Source: an optimization exercise on an open RTL-to-GDS flow (aim: a short achievable clock period, few clock cycles per item and low power). Production flows keep margins and buffers that such runs may drop. At most, simulation tests tie the RTL to the original design; equivalence was not proved. Only the layout flow was run in run 2; the RTL was not checked for function there. Power figures rest on the tool's default switching activity, not on a simulated workload.

## flow/design.v (module list and top-level ports; edited modules follow where they fit)
// module arm_mul_csa: 1247 lines
// module arm_clz32: 36 lines
// module arm_udiv_norm: 15 lines
// module arm_udiv_shift: 11 lines
// module arm_udiv_step: 14 lines
// module exec_stage: 263 lines
module exec_stage #(
    parameter int W = 32
) (
    input  logic         clk,
    input  logic         rst,
    input  logic         in_valid,
    output logic         in_ready,
    input  logic         flush,
    input  logic [3:0]   opcode,
    input  logic [W-1:0] oprand1,
    input  logic [W-1:0] oprand2,
    input  logic [3:0]   rd_addr,
    input  logic         set_flags,
    input  logic         carry_in,
    input  logic [3:0]   nzcv_in,
    output logic         out_valid,
    output logic [W-1:0] result,
    output logic [3:0]   wb_addr,
    output logic         wb_en,
    output logic [3:0]   nzcv_out,
    output logic         flags_en,
    output logic         undef
);
  // ...
==> flow/run.sh <==
#!/bin/bash
# synth_recipe.tcl (not shown) runs the flow's synth.tcl, then flattens the netlist and writes it again
# the make line also repeats each setting of config.mk as NAME=value (left out here)
make -C /OpenROAD-flow-scripts/flow DESIGN_CONFIG=/design/flow/config.mk WORK_HOME=/design/flow/orfs CLKGATE_MAP_FILE= SYNTH_SCRIPT=/design/flow/synth_recipe.tcl finish
==> flow/config.mk <==
export PLATFORM = sky130hd
export DESIGN_NAME = exec_stage
export DESIGN_NICKNAME = exec_stage
export VERILOG_FILES = /design/flow/design.v
export SDC_FILE = /design/flow/constraint.sdc
export NUM_CORES = 4
export LEC_CHECK = 0
export CAP_MARGIN = 20
export CORE_MARGIN = 2
export CORE_UTILIZATION = 65
export CTS_BUF_LIST = sky130_fd_sc_hd__clkbuf_8
export PLACE_DENSITY = 0.85
export SETUP_SLACK_MARGIN = 5
export SLEW_MARGIN = 20
==> flow/constraint.sdc <==
create_clock -name core_clock -period 11.0 [get_ports {clk}]
set_input_delay 2.2000 -clock core_clock [delete_from_list [all_inputs] [get_ports {clk}]]
set_output_delay 2.2000 -clock core_clock [all_outputs]
set_load 0.01 [all_outputs]
==> summary.txt, run 1 <==
* Flop pwr share at 32.8%
* Wire length on met2 at 56.1 mm
* Largest net degree at the start of global routing at 233
* Run status: timing/DRC/antenna clean
* # fillers at 4,652
* Layout cells sized above 1 at 6.50%
* Synth top area share at 14.5%
* P_int at 1.10 mW
* Final #Nets at 5,343
* Initial antenna violation count at 13
* Multi-input logic area at 0.0311 mm2
* Slew @ Worst Pin at 1310 ps
* Clock net power at 0.470 mW
* Synth Area in Compound Gates at 20.7%
* Worst hold path type: flip-flop to flip-flop
* Total gr overflow at 0
* CTS tree: yes
* Clock sinks at 140
* Hold_sp: a_rd[3]
* Maximum capacitance violations at 0
* Drt drc at 0
* Combinational gate power at 0.902 mW
* Delay-heaviest family, CP: simple AND/OR/NAND/NOR gates
* Detailed-route via count at 39.2k
* Arrival @ worst endpoint at 6430 ps
* Leakage at 18.8 nW
* CP Max Fanout at 7
* Total track usage at 48.1%
* Synth unique cells at 100
* Commonest non-fill, non-tap cell in the layout: nand2_1
* Logic pwr share at 44.2%
Testbench counts, summed over its fixed seeds: cycles 21,138, items 16,000.
==> module exec_stage, before the edit <==
module exec_stage #(
    parameter int W = 32
) (
    input  logic         clk,
    input  logic         rst,
    input  logic         in_valid,
    output logic         in_ready,
    input  logic         flush,
    input  logic [3:0]   opcode,
    input  logic [W-1:0] oprand1,
    input  logic [W-1:0] oprand2,
    input  logic [3:0]   rd_addr,
    input  logic         set_flags,
    input  logic         carry_in,
    input  logic [3:0]   nzcv_in,
    output logic         out_valid,
    output logic [W-1:0] result,
    output logic [3:0]   wb_addr,
    output logic         wb_en,
    output logic [3:0]   nzcv_out,
    output logic         flags_en,
    output logic         undef
);
    logic in_mul, in_div, in_arith, in_log, in_nowb, in_cin;
    logic in_xa, in_rsb, in_yb, in_ynb;
    logic in_and, in_eor, in_orr, in_mov, in_mvn, in_bic;
    always_comb begin
        in_mul   = 1'b0;
        in_div   = 1'b0;
        in_nowb  = 1'b0;
        in_cin   = 1'b0;
        in_xa    = 1'b0;    
        in_rsb   = 1'b0;    
        in_yb    = 1'b0;    
        in_ynb   = 1'b0;    
        in_and   = 1'b0;
        in_eor   = 1'b0;
        in_orr   = 1'b0;
        in_mov   = 1'b0;
        in_mvn   = 1'b0;
        in_bic   = 1'b0;
        case (opcode)
            arm_pkg::OP_AND: in_and = 1'b1;
            arm_pkg::OP_EOR: in_eor = 1'b1;
            arm_pkg::OP_SUB: begin in_xa = 1'b1; in_ynb = 1'b1; in_cin = 1'b1; end
            arm_pkg::OP_RSB: begin in_rsb = 1'b1; in_cin = 1'b1; end
            arm_pkg::OP_ADD: begin in_xa = 1'b1; in_yb = 1'b1; end
            arm_pkg::OP_ADC: begin in_xa = 1'b1; in_yb = 1'b1; in_cin = nzcv_in[arm_pkg::NZCV_C]; end
            arm_pkg::OP_SBC: begin in_xa = 1'b1; in_ynb = 1'b1; in_cin = nzcv_in[arm_pkg::NZCV_C]; end
            arm_pkg::OP_ORR: in_orr = 1'b1;
            arm_pkg::OP_MOV: in_mov = 1'b1;
            arm_pkg::OP_MVN: in_mvn = 1'b1;
            arm_pkg::OP_BIC: in_bic = 1'b1;
            arm_pkg::OP_CMP: begin in_xa = 1'b1; in_ynb = 1'b1; in_cin = 1'b1; in_nowb = 1'b1; end
            arm_pkg::OP_CMN: begin in_xa = 1'b1; in_yb = 1'b1; in_nowb = 1'b1; end
            arm_pkg::OP_TST: begin in_and = 1'b1; in_nowb = 1'b1; end
            arm_pkg::OP_MUL: in_mul = 1'b1;
            default:         in_div = 1'b1;
        endcase
        in_arith = in_xa || in_rsb;
        in_log   = in_and || in_eor || in_orr || in_mov || in_mvn || in_bic;
    end
    logic         rdy;        
    logic [31:0]  a_x;        
    logic [31:0]  a_y;        
    logic [3:0]   a_rd;
    logic         a_cin;      
    logic         a_c;        
    logic         a_v;        
    logic         a_fe;       
    logic         a_we;       
    logic         f_ar;       
    logic         f_lg;       
    logic         f_m1;       
    logic         f_m2;       
    logic         f_dz;       
    logic         f_ds;       
    logic         dbusy;      
    logic [5:0]   dcnt;       
    logic         g_xa, g_rsb, g_yb, g_ynb;                  
    logic         l_and, l_eor, l_orr, l_mov, l_mvn, l_bic;   
    assign in_ready = rdy;
    logic e_dlast;
    assign e_dlast = f_ds && (dcnt[4:0] == 5'd31) || dbusy && (dcnt == 6'd1);
    logic [31:0] mul_s, mul_c;
    arm_mul_csa u_mul (
        .a (a_x & {32{f_m1}}),
        .b (a_y & {32{f_m1}}),
        .s (mul_s),
        .c (mul_c)
    );
    logic [31:0] add_x, add_y, add_k;
    logic [33:0] sum;
    logic        add_v, add_z;
    assign add_x = ({32{g_xa}} & a_x) | ({32{g_rsb}} & a_y);
    assign add_y = ({32{g_yb}} & a_y) | ({32{g_ynb}} & ~a_y) | ({32{g_rsb}} & ~a_x);
    assign sum   = {1'b0, add_x, 1'b1} + {1'b0, add_y, a_cin};
    assign add_v = (add_x[31] == add_y[31]) && (sum[32] != add_x[31]);
    assign add_k = {add_x[30:0] | add_y[30:0], a_cin};
    assign add_z = ((add_x ^ add_y) == add_k);
    logic [31:0] lx, ly, log_res;
    assign lx      = a_x & {32{f_lg}};
    assign ly      = a_y & {32{f_lg}};
    assign log_res = ({32{l_and}} & (lx & ly))
                   | ({32{l_eor}} & (lx ^ ly))
                   | ({32{l_orr}} & (lx | ly))
                   | ({32{l_mov}} & ly)
                   | ({32{l_mvn}} & ~ly)
                   | ({32{l_bic}} & (lx & ~ly));
    logic [31:0] alu_res;
    logic        alu_n, alu_z, alu_c, alu_v;
    assign alu_res = sum[32:1] | log_res;
    assign alu_n   = alu_res[31];
    assign alu_z   = add_z && (log_res == '0);
    assign alu_c   = f_ar ? sum[33] : a_c;
    assign alu_v   = f_ar ? add_v : a_v;
    logic [4:0]  dn_s;
    logic        dn_zero;
    logic [31:0] dh_rem, dh_quo;
    logic [31:0] di_rem, di_quo;
    arm_udiv_norm u_dnorm (
        .a      (oprand1),
        .b      (oprand2),
        .s      (dn_s),
        .zero_q (dn_zero)
    );
    arm_udiv_shift u_dshift (
        .a   (a_x & {32{f_ds}}),
        .s   (dcnt[4:0]),
        .rem (dh_rem),
        .quo (dh_quo)
    );
    arm_udiv_step u_dstep (
        .rem      (dh_rem | (result & {32{dbusy}})),
        .quo      (dh_quo | (a_x & {32{dbusy}})),
        .dvs      (a_y & {32{f_ds || dbusy}}),
        .rem_next (di_rem),
        .quo_next (di_quo)
    );
    always_ff @(posedge clk or negedge rst) begin
        if (!rst) begin
            rdy   <= 1'b1;
            f_ar  <= 1'b0;
            f_lg  <= 1'b0;
            f_m1  <= 1'b0;
            f_m2  <= 1'b0;
            f_dz  <= 1'b0;
            f_ds  <= 1'b0;
            dbusy <= 1'b0;
            g_xa  <= 1'b0;
            g_rsb <= 1'b0;
            g_yb  <= 1'b0;
            g_ynb <= 1'b0;
            l_and <= 1'b0;
            l_eor <= 1'b0;
            l_orr <= 1'b0;
            l_mov <= 1'b0;
            l_mvn <= 1'b0;
            l_bic <= 1'b0;
        end else if (flush) begin
            rdy   <= 1'b1;
            f_ar  <= 1'b0;
            f_lg  <= 1'b0;
            f_m1  <= 1'b0;
            f_m2  <= 1'b0;
            f_dz  <= 1'b0;
            f_ds  <= 1'b0;
            dbusy <= 1'b0;
            g_xa  <= 1'b0;
            g_rsb <= 1'b0;
            g_yb  <= 1'b0;
            g_ynb <= 1'b0;
            l_and <= 1'b0;
            l_eor <= 1'b0;
            l_orr <= 1'b0;
            l_mov <= 1'b0;
            l_mvn <= 1'b0;
            l_bic <= 1'b0;
        end else if (rdy) begin
            rdy   <= !(in_valid && (in_mul || in_div && !dn_zero && (dn_s != 5'd31)));
            f_ar  <= in_valid && in_arith;
            f_lg  <= in_valid && in_log;
            f_m1  <= in_valid && in_mul;
            f_m2  <= 1'b0;
            f_dz  <= in_valid && in_div && dn_zero;
            f_ds  <= in_valid && in_div && !dn_zero;
            dbusy <= 1'b0;
            g_xa  <= in_valid && in_xa;
            g_rsb <= in_valid && in_rsb;
            g_yb  <= in_valid && in_yb;
            g_ynb <= in_valid && in_ynb;
            l_and <= in_valid && in_and;
            l_eor <= in_valid && in_eor;
            l_orr <= in_valid && in_orr;
            l_mov <= in_valid && in_mov;
            l_mvn <= in_valid && in_mvn;
            l_bic <= in_valid && in_bic;
        end else if (f_m1) begin
            rdy   <= 1'b1;
            f_m1  <= 1'b0;
            f_m2  <= 1'b1;
            g_xa  <= 1'b1;
            g_yb  <= 1'b1;
        end else if (f_ds) begin
            rdy   <= (dcnt[4:0] == 5'd30);
            f_ds  <= 1'b0;
            dbusy <= 1'b1;
        end else begin
            rdy   <= (dcnt == 6'd2);
        end
    end
    always_ff @(posedge clk) begin
        if (rdy) begin
            a_x   <= oprand1;
            a_y   <= oprand2;
            a_rd  <= rd_addr;
            a_cin <= in_cin;
            a_c   <= in_mul ? nzcv_in[arm_pkg::NZCV_C] : carry_in;
            a_v   <= nzcv_in[arm_pkg::NZCV_V];
            a_fe  <= set_flags || in_nowb;
            a_we  <= !in_nowb;
        end else if (f_m1) begin
            a_x   <= mul_s;
            a_y   <= mul_c;
        end else begin
            a_x   <= di_quo;
        end
    end
    always_ff @(posedge clk) begin
        if (rdy) begin
            dcnt <= (in_valid && in_div && !dn_zero) ? {1'b0, dn_s} : 6'd0;
        end else if (f_ds) begin
            dcnt <= {1'b0, ~dcnt[4:0]};
        end else if (dbusy) begin
            dcnt <= dcnt - 6'd1;
        end else begin
            dcnt <= 6'd0;
        end
    end
    logic f_res;
    assign f_res = f_ar || f_lg || f_m2;
    always_ff @(posedge clk or negedge rst) begin
        if (!rst) begin
            out_valid <= 1'b0;
            wb_en     <= 1'b0;
            flags_en  <= 1'b0;
        end else begin
            out_valid <= !flush && (f_res || f_dz || e_dlast);
            wb_en     <= !flush && (f_res && a_we || f_dz || e_dlast);
            flags_en  <= !flush && f_res && a_fe;
        end
    end
    logic        d_sel;
    logic [31:0] d_val;
    assign d_sel = f_ds || dbusy;
    assign d_val = e_dlast ? di_quo : di_rem;
    always_ff @(posedge clk) begin
        wb_addr  <= a_rd;
        nzcv_out <= {alu_n, alu_z, alu_c, alu_v};
        result   <= d_sel ? d_val : alu_res;
    end
    assign undef = 1'b0;
endmodule
==> run 2: changes to the inputs <==
--- a/flow/design.v
+++ b/flow/design.v
@@ -1269,67 +1269,34 @@
     assign s[31] = cc223;
     assign c[31] = cs224;
 endmodule
-module arm_clz32 (
-    input  logic [31:0] x,
-    output logic [5:0]  n
-);
-    logic [15:0]      z1;
-    logic [15:0]      c1;
-    logic [7:0]       z2;
-    logic [7:0][1:0]  c2;
-    logic [3:0]       z3;
-    logic [3:0][2:0]  c3;
-    logic [1:0]       z4;
-    logic [1:0][3:0]  c4;
-    always_comb begin
-        for (int i = 0; i < 16; i++) begin
-            z1[i] = !(x[2*i+1] || x[2*i]);
-            c1[i] = !x[2*i+1];
-        end
-        for (int i = 0; i < 8; i++) begin
-            z2[i] = z1[2*i+1] && z1[2*i];
-            c2[i] = z1[2*i+1] ? {1'b1, c1[2*i]} : {1'b0, c1[2*i+1]};
-        end
-        for (int i = 0; i < 4; i++) begin
-            z3[i] = z2[2*i+1] && z2[2*i];
-            c3[i] = z2[2*i+1] ? {1'b1, c2[2*i]} : {1'b0, c2[2*i+1]};
-        end
-        for (int i = 0; i < 2; i++) begin
-            z4[i] = z3[2*i+1] && z3[2*i];
-            c4[i] = z3[2*i+1] ? {1'b1, c3[2*i]} : {1'b0, c3[2*i+1]};
-        end
-        if (z4[1] && z4[0]) begin
-            n = 6'd32;
-        end else begin
-            n = z4[1] ? {2'b01, c4[0]} : {2'b00, c4[1]};
-        end
-    end
-endmodule
-module arm_udiv_norm (
+module arm_udiv_setup (
     input  logic [31:0] a,
     input  logic [31:0] b,
-    output logic [4:0]  s,
+    output logic [31:0] rem,
+    output logic [31:0] quo,
+    output logic [5:0]  iters,
     output logic        zero_q
 );
     logic [5:0] clz_a;
-    logic [5:0] clz_b;
-    logic [6:0] sum;
-    arm_clz32 u_clz_a (.x(a), .n(clz_a));
-    arm_clz32 u_clz_b (.x(b), .n(clz_b));
-    assign sum    = {1'b0, clz_a} + {2'b0, ~clz_b[4:0]};
-    assign zero_q = clz_b[5] || sum[6] || sum[5];
-    assign s      = sum[4:0];
-endmodule
-module arm_udiv_shift (
-    input  logic [31:0] a,
-    input  logic [4:0]  s,
-    output logic [31:0] rem,
-    output logic [31:0] quo
-);
+    logic [4:0] msb_b;
+    logic [6:0] s;
     logic [63:0] sh;
-    assign sh  = {32'b0, a} << s;
-    assign rem = sh[63:32];
-    assign quo = sh[31:0];
+    always_comb begin
+        clz_a = 6'd32;
+        for (int i = 0; i < 32; i++) begin
+            if (a[i]) clz_a = 31 - i;
+        end
+        msb_b = 5'd0;
+        for (int i = 0; i < 32; i++) begin
+            if (b[i]) msb_b = i;
+        end
+    end
+    assign s      = {1'b0, clz_a} + {2'b0, msb_b};
+    assign zero_q = (b == '0) || s[6] || s[5];
+    assign sh     = {32'b0, a} << s[4:0];
+    assign rem    = sh[63:32];
+    assign quo    = sh[31:0];
+    assign iters  = 6'd32 - {1'b0, s[4:0]};
 endmodule
 module arm_udiv_step (
     input  logic [31:0] rem,
@@ -1368,67 +1335,40 @@
     output logic         flags_en,
     output logic         undef
 );
-    logic in_mul, in_div, in_arith, in_log, in_nowb, in_cin;
-    logic in_xa, in_rsb, in_yb, in_ynb;
-    logic in_and, in_eor, in_orr, in_mov, in_mvn, in_bic;
-    always_comb begin
-        in_mul   = 1'b0;
-        in_div   = 1'b0;
-        in_nowb  = 1'b0;
-        in_cin   = 1'b0;
-        in_xa    = 1'b0;    
-        in_rsb   = 1'b0;    
-        in_yb    = 1'b0;    
-        in_ynb   = 1'b0;    
-        in_and   = 1'b0;
-        in_eor   = 1'b0;
-        in_orr   = 1'b0;
-        in_mov   = 1'b0;
-        in_mvn   = 1'b0;
-        in_bic   = 1'b0;
-        case (opcode)
-            arm_pkg::OP_AND: in_and = 1'b1;
-            arm_pkg::OP_EOR: in_eor = 1'b1;
-            arm_pkg::OP_SUB: begin in_xa = 1'b1; in_ynb = 1'b1; in_cin = 1'b1; end
-            arm_pkg::OP_RSB: begin in_rsb = 1'b1; in_cin = 1'b1; end
-            arm_pkg::OP_ADD: begin in_xa = 1'b1; in_yb = 1'b1; end
-            arm_pkg::OP_ADC: begin in_xa = 1'b1; in_yb = 1'b1; in_cin = nzcv_in[arm_pkg::NZCV_C]; end
-            arm_pkg::OP_SBC: begin in_xa = 1'b1; in_ynb = 1'b1; in_cin = nzcv_in[arm_pkg::NZCV_C]; end
-            arm_pkg::OP_ORR: in_orr = 1'b1;
-            arm_pkg::OP_MOV: in_mov = 1'b1;
-            arm_pkg::OP_MVN: in_mvn = 1'b1;
-            arm_pkg::OP_BIC: in_bic = 1'b1;
-            arm_pkg::OP_CMP: begin in_xa = 1'b1; in_ynb = 1'b1; in_cin = 1'b1; in_nowb = 1'b1; end
-            arm_pkg::OP_CMN: begin in_xa = 1'b1; in_yb = 1'b1; in_nowb = 1'b1; end
-            arm_pkg::OP_TST: begin in_and = 1'b1; in_nowb = 1'b1; end
-            arm_pkg::OP_MUL: in_mul = 1'b1;
-            default:         in_div = 1'b1;
-        endcase
-        in_arith = in_xa || in_rsb;
-        in_log   = in_and || in_eor || in_orr || in_mov || in_mvn || in_bic;
-    end
     logic         rdy;        
+    logic [3:0]   a_op;
     logic [31:0]  a_x;        
     logic [31:0]  a_y;        
     logic [3:0]   a_rd;
-    logic         a_cin;      
-    logic         a_c;        
-    logic         a_v;        
-    logic         a_fe;       
-    logic         a_we;       
-    logic         f_ar;       
-    logic         f_lg;       
+    logic         a_s;
+    logic         a_cin;
+    logic [3:0]   a_nz;
+    logic         f_alu;      
+    logic         f_log;      
+    logic         f_add;      
     logic         f_m1;       
     logic         f_m2;       
-    logic         f_dz;       
     logic         f_ds;       
     logic         dbusy;      
     logic [5:0]   dcnt;       
-    logic         g_xa, g_rsb, g_yb, g_ynb;                  
-    logic         l_and, l_eor, l_orr, l_mov, l_mvn, l_bic;   
     assign in_ready = rdy;
+    logic op_arith, op_nowb;
+    always_comb begin
+        op_arith = 1'b0;
+        op_nowb  = 1'b0;
+        case (a_op)
+            arm_pkg::OP_SUB, arm_pkg::OP_RSB, arm_pkg::OP_ADD, arm_pkg::OP_ADC,
+            arm_pkg::OP_SBC: op_arith = 1'b1;
+            arm_pkg::OP_CMP, arm_pkg::OP_CMN: begin
+                op_arith = 1'b1;
+                op_nowb  = 1'b1;
+            end
+            arm_pkg::OP_TST: op_nowb = 1'b1;
+            default: ;
+        endcase
+    end
     logic e_dlast;
-    assign e_dlast = f_ds && (dcnt[4:0] == 5'd31) || dbusy && (dcnt == 6'd1);
+    assign e_dlast = dbusy && (dcnt == 6'd1);
     logic [31:0] mul_s, mul_c;
     arm_mul_csa u_mul (
         .a (a_x & {32{f_m1}}),
@@ -1436,175 +1376,178 @@
         .s (mul_s),
         .c (mul_c)
     );
-    logic [31:0] add_x, add_y, add_k;
-    logic [33:0] sum;
-    logic        add_v, add_z;
-    assign add_x = ({32{g_xa}} & a_x) | ({32{g_rsb}} & a_y);
-    assign add_y = ({32{g_yb}} & a_y) | ({32{g_ynb}} & ~a_y) | ({32{g_rsb}} & ~a_x);
-    assign sum   = {1'b0, add_x, 1'b1} + {1'b0, add_y, a_cin};
-    assign add_v = (add_x[31] == add_y[31]) && (sum[32] != add_x[31]);
-    assign add_k = {add_x[30:0] | add_y[30:0], a_cin};
-    assign add_z = ((add_x ^ add_y) == add_k);
-    logic [31:0] lx, ly, log_res;
-    assign lx      = a_x & {32{f_lg}};
-    assign ly      = a_y & {32{f_lg}};
-    assign log_res = ({32{l_and}} & (lx & ly))
-                   | ({32{l_eor}} & (lx ^ ly))
-                   | ({32{l_orr}} & (lx | ly))
-                   | ({32{l_mov}} & ly)
-                   | ({32{l_mvn}} & ~ly)
-                   | ({32{l_bic}} & (lx & ~ly));
+    logic        add_en;
+    logic [31:0] add_x, add_y;
+    logic        add_cin;
+    logic [32:0] sum;
+    logic        add_v;
+    assign add_en = f_add;
+    always_comb begin
+        add_x   = a_x;
+        add_y   = a_y;
+        add_cin = 1'b0;
+        case (a_op)
+            arm_pkg::OP_SUB, arm_pkg::OP_CMP: begin
+                add_y   = ~a_y;
+                add_cin = 1'b1;
+            end
+            arm_pkg::OP_RSB: begin
+                add_x   = a_y;
+                add_y   = ~a_x;
+                add_cin = 1'b1;
+            end
+            arm_pkg::OP_ADC: add_cin = a_nz[arm_pkg::NZCV_C];
+            arm_pkg::OP_SBC: begin
+                add_y   = ~a_y;
+                add_cin = a_nz[arm_pkg::NZCV_C];
+            end
+            default: ;
+        endcase
+        add_x   = add_x & {32{add_en}};
+        add_y   = add_y & {32{add_en}};
+        add_cin = add_cin & add_en;
+    end
+    assign sum   = {1'b0, add_x} + {1'b0, add_y} + {32'b0, add_cin};
+    assign add_v = (add_x[31] == add_y[31]) && (sum[31] != add_x[31]);
+    logic [31:0] log_res, lx, ly;
+    assign lx = a_x & {32{f_log}};
+    assign ly = a_y & {32{f_log}};
+    always_comb begin
+        case (a_op)
+            arm_pkg::OP_EOR: log_res = lx ^ ly;
+            arm_pkg::OP_ORR: log_res = lx | ly;
+            arm_pkg::OP_MOV: log_res = ly;
+            arm_pkg::OP_MVN: log_res = ~ly;
+            arm_pkg::OP_BIC: log_res = lx & ~ly;
+            default:         log_res = lx & ly;
+        endcase
+    end
     logic [31:0] alu_res;
-    logic        alu_n, alu_z, alu_c, alu_v;
-    assign alu_res = sum[32:1] | log_res;
-    assign alu_n   = alu_res[31];
-    assign alu_z   = add_z && (log_res == '0);
-    assign alu_c   = f_ar ? sum[33] : a_c;
-    assign alu_v   = f_ar ? add_v : a_v;
-    logic [4:0]  dn_s;
-    logic        dn_zero;
-    logic [31:0] dh_rem, dh_quo;
+    logic        alu_c, alu_v;
+    assign alu_res = add_en ? sum[31:0] : log_res;
+    assign alu_c   = op_arith ? sum[32] : f_m2 ? a_nz[arm_pkg::NZCV_C] : a_cin;
+    assign alu_v   = op_arith ? add_v : a_nz[arm_pkg::NZCV_V];
+    logic        d_gate_s, d_gate_i;
+    logic [31:0] ds_rem, ds_quo;
+    logic [5:0]  ds_iters;
+    logic        ds_zero;
     logic [31:0] di_rem, di_quo;
-    arm_udiv_norm u_dnorm (
-        .a      (oprand1),
-        .b      (oprand2),
-        .s      (dn_s),
-        .zero_q (dn_zero)
-    );
-    arm_udiv_shift u_dshift (
-        .a   (a_x & {32{f_ds}}),
-        .s   (dcnt[4:0]),
-        .rem (dh_rem),
-        .quo (dh_quo)
+    assign d_gate_s = f_ds;
+    assign d_gate_i = dbusy;
+    arm_udiv_setup u_dsetup (
+        .a      (a_x & {32{d_gate_s}}),
+        .b      (a_y & {32{d_gate_s}}),
+        .rem    (ds_rem),
+        .quo    (ds_quo),
+        .iters  (ds_iters),
+        .zero_q (ds_zero)
     );
     arm_udiv_step u_dstep (
-        .rem      (dh_rem | (result & {32{dbusy}})),
-        .quo      (dh_quo | (a_x & {32{dbusy}})),
-        .dvs      (a_y & {32{f_ds || dbusy}}),
+        .rem      (result & {32{d_gate_i}}),
+        .quo      (a_x & {32{d_gate_i}}),
+        .dvs      (a_y & {32{d_gate_i}}),
         .rem_next (di_rem),
         .quo_next (di_quo)
     );
+    logic in_mul, in_div, in_arith, in_log;
+    always_comb begin
+        in_mul   = (opcode == arm_pkg::OP_MUL);
+        in_div   = (opcode == arm_pkg::OP_UDIV);
+        in_arith = 1'b0;
+        case (opcode)
+            arm_pkg::OP_SUB, arm_pkg::OP_RSB, arm_pkg::OP_ADD, arm_pkg::OP_ADC,
+            arm_pkg::OP_SBC, arm_pkg::OP_CMP, arm_pkg::OP_CMN: in_arith = 1'b1;
+            default: ;
+        endcase
+        in_log = !in_mul && !in_div && !in_arith;
+    end
     always_ff @(posedge clk or negedge rst) begin
         if (!rst) begin
             rdy   <= 1'b1;
-            f_ar  <= 1'b0;
-            f_lg  <= 1'b0;
+            f_alu <= 1'b0;
+            f_log <= 1'b0;
+            f_add <= 1'b0;
             f_m1  <= 1'b0;
             f_m2  <= 1'b0;
-            f_dz  <= 1'b0;
             f_ds  <= 1'b0;
             dbusy <= 1'b0;
-            g_xa  <= 1'b0;
-            g_rsb <= 1'b0;
-            g_yb  <= 1'b0;
-            g_ynb <= 1'b0;
-            l_and <= 1'b0;
-            l_eor <= 1'b0;
-            l_orr <= 1'b0;
-            l_mov <= 1'b0;
-            l_mvn <= 1'b0;
-            l_bic <= 1'b0;
         end else if (flush) begin
             rdy   <= 1'b1;
-            f_ar  <= 1'b0;
-            f_lg  <= 1'b0;
+            f_alu <= 1'b0;
+            f_log <= 1'b0;
+            f_add <= 1'b0;
             f_m1  <= 1'b0;
             f_m2  <= 1'b0;
-            f_dz  <= 1'b0;
             f_ds  <= 1'b0;
             dbusy <= 1'b0;
-            g_xa  <= 1'b0;
-            g_rsb <= 1'b0;
-            g_yb  <= 1'b0;
-            g_ynb <= 1'b0;
-            l_and <= 1'b0;
-            l_eor <= 1'b0;
-            l_orr <= 1'b0;
-            l_mov <= 1'b0;
-            l_mvn <= 1'b0;
-            l_bic <= 1'b0;
         end else if (rdy) begin
-            rdy   <= !(in_valid && (in_mul || in_div && !dn_zero && (dn_s != 5'd31)));
-            f_ar  <= in_valid && in_arith;
-            f_lg  <= in_valid && in_log;
+            rdy   <= !(in_valid && (in_mul || in_div));
+            f_alu <= in_valid && !in_mul && !in_div;
+            f_log <= in_valid && in_log;
+            f_add <= in_valid && in_arith;
             f_m1  <= in_valid && in_mul;
             f_m2  <= 1'b0;
-            f_dz  <= in_valid && in_div && dn_zero;
-            f_ds  <= in_valid && in_div && !dn_zero;
+            f_ds  <= in_valid && in_div;
             dbusy <= 1'b0;
-            g_xa  <= in_valid && in_xa;
-            g_rsb <= in_valid && in_rsb;
-            g_yb  <= in_valid && in_yb;
-            g_ynb <= in_valid && in_ynb;
-            l_and <= in_valid && in_and;
-            l_eor <= in_valid && in_eor;
-            l_orr <= in_valid && in_orr;
-            l_mov <= in_valid && in_mov;
-            l_mvn <= in_valid && in_mvn;
-            l_bic <= in_valid && in_bic;
         end else if (f_m1) begin
             rdy   <= 1'b1;
+            f_add <= 1'b1;
             f_m1  <= 1'b0;
             f_m2  <= 1'b1;
-            g_xa  <= 1'b1;
-            g_yb  <= 1'b1;
         end else if (f_ds) begin
-            rdy   <= (dcnt[4:0] == 5'd30);
+            rdy   <= ds_zero || (ds_iters == 6'd1);
             f_ds  <= 1'b0;
-            dbusy <= 1'b1;
+            dbusy <= !ds_zero;
         end else begin
             rdy   <= (dcnt == 6'd2);
         end
     end
     always_ff @(posedge clk) begin
         if (rdy) begin
+            a_op  <= opcode;
             a_x   <= oprand1;
             a_y   <= oprand2;
             a_rd  <= rd_addr;
-            a_cin <= in_cin;
-            a_c   <= in_mul ? nzcv_in[arm_pkg::NZCV_C] : carry_in;
-            a_v   <= nzcv_in[arm_pkg::NZCV_V];
-            a_fe  <= set_flags || in_nowb;
-            a_we  <= !in_nowb;
+            a_s   <= set_flags;
+            a_cin <= carry_in;
+            a_nz  <= nzcv_in;
         end else if (f_m1) begin
             a_x   <= mul_s;
             a_y   <= mul_c;
+        end else if (f_ds) begin
+            a_x   <= ds_quo;
         end else begin
             a_x   <= di_quo;
         end
     end
     always_ff @(posedge clk) begin
-        if (rdy) begin
-            dcnt <= (in_valid && in_div && !dn_zero) ? {1'b0, dn_s} : 6'd0;
-        end else if (f_ds) begin
-            dcnt <= {1'b0, ~dcnt[4:0]};
-        end else if (dbusy) begin
-            dcnt <= dcnt - 6'd1;
+        if (f_ds) begin
+            dcnt <= ds_iters;
         end else begin
-            dcnt <= 6'd0;
+            dcnt <= dcnt - 6'd1;
         end
     end
-    logic f_res;
-    assign f_res = f_ar || f_lg || f_m2;
     always_ff @(posedge clk or negedge rst) begin
         if (!rst) begin
             out_valid <= 1'b0;
             wb_en     <= 1'b0;
             flags_en  <= 1'b0;
         end else begin
-            out_valid <= !flush && (f_res || f_dz || e_dlast);
-            wb_en     <= !flush && (f_res && a_we || f_dz || e_dlast);
-            flags_en  <= !flush && f_res && a_fe;
+            out_valid <= !flush && (f_alu || f_m2 || f_ds && ds_zero || e_dlast);
+            wb_en     <= !flush && ((f_alu && !op_nowb) || f_m2 || f_ds && ds_zero || e_dlast);
+            flags_en  <= !flush && ((f_alu && (a_s || op_nowb)) || (f_m2 && a_s));
         end
     end
-    logic        d_sel;
-    logic [31:0] d_val;
-    assign d_sel = f_ds || dbusy;
-    assign d_val = e_dlast ? di_quo : di_rem;
     always_ff @(posedge clk) begin
         wb_addr  <= a_rd;
-        nzcv_out <= {alu_n, alu_z, alu_c, alu_v};
-        result   <= d_sel ? d_val : alu_res;
+        nzcv_out <= {alu_res[31], (alu_res == '0), alu_c, alu_v};
+        if (f_ds) begin
+            result <= ds_zero ? 32'b0 : ds_rem;
+        end else if (dbusy) begin
+            result <= (dcnt == 6'd1) ? di_quo : di_rem;
+        end else begin
+            result <= alu_res;
+        end
     end
     assign undef = 1'b0;
 endmodule
--- a/flow/config.mk
+++ b/flow/config.mk
@@ -7,8 +7,5 @@
 export LEC_CHECK = 0
 export CAP_MARGIN = 20
 export CORE_MARGIN = 2
-export CORE_UTILIZATION = 65
-export CTS_BUF_LIST = sky130_fd_sc_hd__clkbuf_8
-export PLACE_DENSITY = 0.85
-export SETUP_SLACK_MARGIN = 5
+export CORE_UTILIZATION = 40
 export SLEW_MARGIN = 20
==> run 2 against run 1 <==
  * Clock skew is 0.82 ps higher
  * Still clean
  * Die area is 55% higher
  * Highest routed layer unchanged
  * Non-clock buffer count is 16 higher
  * Cell area is 2.6% lower
  * Setup slack worse by 790 ps
  * Largest power group unchanged
  * Sequential share of layout area is 0.071 points lower
  * Register-to-register slack worse by 860 ps
  * Count of clock-buffer cells in the layout is 1 lower
  * Global-route usage is 16 points lower
==> summary.txt, run 2 <==
* Sequential-to-total area share from yosys stat at 9.07% (was 9.06%)
* Clock slew at reported path FFs at 70 ps (was 110 ps)
* Initial Util at 40.5% (was 65.4%)
* Setup WS pre-CTS at 4370 ps (was 3580 ps)
* Global-route wire length before repair at 221 mm (was 212 mm)
* Leakage at 17.2 nW (was 18.8 nW)
* P_int at 1.17 mW (was 1.10 mW)
* Crit path kind: flip-flop to flip-flop (was input port to flip-flop)
* Clock sinks at 135 (was 140)
* Maximum capacitance violations at 0 (unchanged)
* RSZ-0062 raised after global routing: false (was true)
* Antenna Violating Nets Remaining at 0 (unchanged)
* Logic pwr share at 43.3% (was 44.2%)
* Flop pwr share at 29.5% (was 32.8%)
* Via density at 6.32 (was 6.99)
* Synth area leader: ha_1 (unchanged)
* Layout Area Growth over Synthesis at 7.29% (was 6.07%)
* R2R depth at 24 (was 16)
* Synth top area share at 11.7% (was 14.5%)
* Top-count cell post-synth: nand2_1 (unchanged)
* Commonest cells after routing, fill and taps aside: nand2_1 (616), xnor2_1 (388), nor2_1 (368) (was nand2_1 (608), ha_1 (423), xnor2_1 (400))
* CP Max Fanout at 49 (was 7)
* RePlAce Congestion at 0.963 (was 1.08)
* IO Pins at 127 (unchanged)
* Switching Fraction at 46.5% (was 46.1%)
* Synth Net Count at 5,331 (was 5,486)
* Setup Buffers After CTS at 0 (was 2)
* Post-cts sizing count at 0 (was 14)
* Post-CTS Hold Buffers at 0 (unchanged)
* Final Max Tran Viols at 0 (unchanged)
* Slew @ Worst Pin at 1160 ps (was 1310 ps)
* Final #Nets at 5,182 (was 5,343)
* Synth top area cells: ha_1 (12%), xnor2_1 (9.7%), xor2_1 (7.3%), nand2_1 (6.6%), and3_1 (4.7%) (was ha_1 (14%), xnor2_1 (9.7%), xor2_1 (6.7%), nand2_1 (6.2%), and3_1 (5.0%))
* Die X at 301 um (was 241 um)
* Ys Warns at 4 (unchanged)
* Asr flop ratio synth at 8.15% (was 15.0%)
* Clock share of power at 27.2% (was 23.0%)
* Post-DP HPWL at 105 mm (was 101 mm)
* R2R Path End: nzcv_out[2] (was a_y[27])
* Worst hold path type: flip-flop to flip-flop (unchanged)
* Drt drc at 0 (unchanged)
* Post-layout minimum cycle time at 6750 ps (was 5960 ps)
* Synth cell count leaders: nand2_1 (617), xnor2_1 (391), nor2_1 (369) (was nand2_1 (609), ha_1 (424), xnor2_1 (404))
* Power density over the cells at 58.0 mW/mm2 (was 52.5 mW/mm2)
* Total die area at 0.0906 mm2 (was 0.0583 mm2)
* Clock buffer depth at 2 (unchanged)
* Core box area at 0.0872 mm2 (was 0.0561 mm2)
* Clk_skew at 29.2 ps (was 28.4 ps)
* Slew Limit Headroom at 22.4% (was 12.5%)
* Largest net degree at the start of global routing at 195 (was 233)
* Sw power at 1.02 mW (was 0.941 mW)
* Flop-to-flop setup slack at 4250 ps (was 5110 ps)
* Critical Path RT at 11,390 ps (was 11,470 ps)
* Row count at 108 (was 87)
* Synthesized area at 0.0353 mm2 (was 0.0367 mm2)
* Commonest non-fill, non-tap cell in the layout: nand2_1 (unchanged)
* Hold-critical path depth at 0 (unchanged)
* Drt total wl at 152 mm (was 145 mm)
* Final Core Density at 43.4% (was 69.4%)
* VDD IR max at 0.000139 V (was 0.0000845 V)
* Root buf cell: clkbuf_16 (was clkbuf_8)
* Hold Fails Final Rpt at 0 (unchanged)
* Vias in the first global route at 33.8k (was 35.9k)
* Wire length per cell at 25.6 um (was 25.9 um)
* Pre-antenna DRT Iters at 8 (was 9)
* Crit. End Element: flip-flop (unchanged)
* Run status: timing/DRC/antenna clean (unchanged)
* # fillers at 8,954 (was 4,652)
* EDFF count, synth at 44 (was 41)
* CTS tree: yes (unchanged)
* Synth Instances at 4,915 (was 4,977)
* Post-synth top flop: dfxtp_1 (unchanged)
* Final setup fails at 0 (unchanged)
* Port Buf Inserts at 123 (unchanged)
* Largest registers: a_x: 32 flops, a_y: 32 flops, result: 32 flops (unchanged)
* Worst hold path endpoint: wb_addr[2] (was wb_addr[3])
* Fin Hold WS at 345 ps (was 356 ps)
* Post-synthesis register bit count at 135 (was 140)
* Total track usage at 32.6% (was 48.1%)
* Max Freq at 148 MHz (was 168 MHz)
* Setup TNS at 0 ps (unchanged)
* Slack of the critical path at 4250 ps (was 5040 ps)
* Total gr overflow at 0 (unchanged)
* Worst setup SP type: flip-flop (was input port)
* H-tree levels at 4 (unchanged)
* Clock latency at the later pin of the worst-skew pair at 530 ps (was 540 ps)
* FF-to-FF Start: a_op[0] (was a_y[2])
* Detailed-route via count at 37.5k (was 39.2k)
* Layout cells sized above 1 at 7.03% (was 6.50%)
* Initial antenna violation count at 8 (was 13)
* CTS buffer count at 17 (unchanged)
* Arrival @ worst endpoint at 7140 ps (was 6430 ps)
* Synth unique cells at 109 (was 100)
* Hold_sp: a_rd[2] (was a_rd[3])
* DR iter-0 viols at 4,842 (was 6,210)
* Period utilisation layout at 61.4% (was 54.2%)
* DIE HEIGHT at 301 um (was 241 um)
* Avg Inst Size Synth at 7.18 um2 (was 7.36 um2)
[run 2: cell types whose count changed after synthesis, moves of 44 or more]
cell / before / now
a21oi_1: 212 / 319
inv_1: 250 / 149
ha_1: 424 / 330
nor2_1: 296 / 369
nand3_1: 83 / 144
nor3_1: 42 / 91
a22o_1: 74 / 27
mux2i_1: 99 / 55
[run 2: worst max path at each step]
stage	endpoint	from	cells past startpoint
5_1_grt	nzcv_out[1]	a_op[0]	24
2_1_floorplan	a_y[26]	f_m1	24
6_report	nzcv_out[2]	a_op[0]	24
3_5_place_dp	nzcv_out[1]	a_op[0]	24
3_3_place_gp	nzcv_out[2]	a_op[0]	24
4_1_cts	nzcv_out[1]	a_op[0]	24
[run 2: worst max-delay path, stage by stage, from the launching register on]
cell       delay [ps]
edfxtp_1          320
buf_4             550
nand2_1           230
nor3_2            140
buf_4             400
a21oi_2            40
buf_4             280
a21oi_1           200
nor2_1             70
fa_1              440
inv_1              90
fa_1              210
nor2b_1            60
o21ai_0           180
a21boi_0          130
o21a_1            210
o21a_1            200
o31ai_2           390
a21oi_1           160
nor4b_1           170
o32ai_1           870
o2111ai_1         220
nor4_1            520
nand3_1           140
nor4_1            360
[run 2: cell type report]
class	count	area, um2	share of cell area, %
Multi-Input combinational cell	4222	29900	79.1
Sequential cell	135	3220	8.50
Inverter	149	559	1.48
Timing Repair Buffer	241	2130	5.62
Clock inverter	15	138	0.363
Antenna cell	4	10.0	0.0264
Clock buffer	17	425	1.12
Tap cell	1155	1450	3.82
[run 2: power by group through the flow]
stage / combinational (mW) / sequential [mW] / clock, mW
CTS: 0.907 / 0.645 / 0.608
floorplan: 0.539 / 0.623 / 0
global route: 0.986 / 0.652 / 0.623
finish: 0.950 / 0.649 / 0.597
global placement: 0.895 / 0.654 / 0
detailed placement: 0.903 / 0.655 / 0
[run 2: cells by family after synthesis]
logic type | synth area share (%)
other | 0.0106
adders and majority gates | 15.5
xor gates and xnor gates | 19.6
buffers and inverters | 6.36
AOI/OAI and AO/OA | 22.4
and+or+nand+nor | 23.6
muxes | 3.57
DFF | 9.07
[run 2: through the flow]
step | std cells | power, mW | cell area [um2]
global placement | 5901 | 1.55 | 37300
CTS | 5933 | 2.16 | 37800
floorplan | 4915 | 1.16 | 35300
finish | 5938 | 2.20 | 37900
global route | 5935 | 2.26 | 37900
detailed placement | 5901 | 1.56 | 37300
[run 2: routing by layer]
layer  vias up  track usage [%]  wire length, um
li1      17100                -                -
met1     17800             45.1            63700
met2      2149             46.1            60600
met3       450             9.44            19500
met4         6             15.1             7960
met5         -                0              174

==> what the ideal ports hide <==
How much do the figures lean on ideal ports? The routed layouts below were timed once more, with nothing changed but the port constraints.
Step 1 assumes that a clkbuf_16 drives the clock port and a buf_2 every other input.
Step 2 times the ports against the registers' clock, not the clock port: input delays grow and output delays shrink by t, the midpoint of the rising clock arrivals with the driver on.
Three values: ideal ports, drivers, drivers and shift; two values: the first two.
run | shift t [ns] | setup slack, ns | worst register clock-pin slew, ns
run 1 | 0.574 | 5.036 / 5.063 / 4.489 | 0.11 / 0.11
run 2 | 0.585 | 4.250 / 4.250 / 4.250 | 0.09 / 0.09
After both steps setup and hold are still met in every run listed. The setup slack of run 1, which loses most, moves by +0.027 ns with the drivers and by -0.547 ns with both steps.
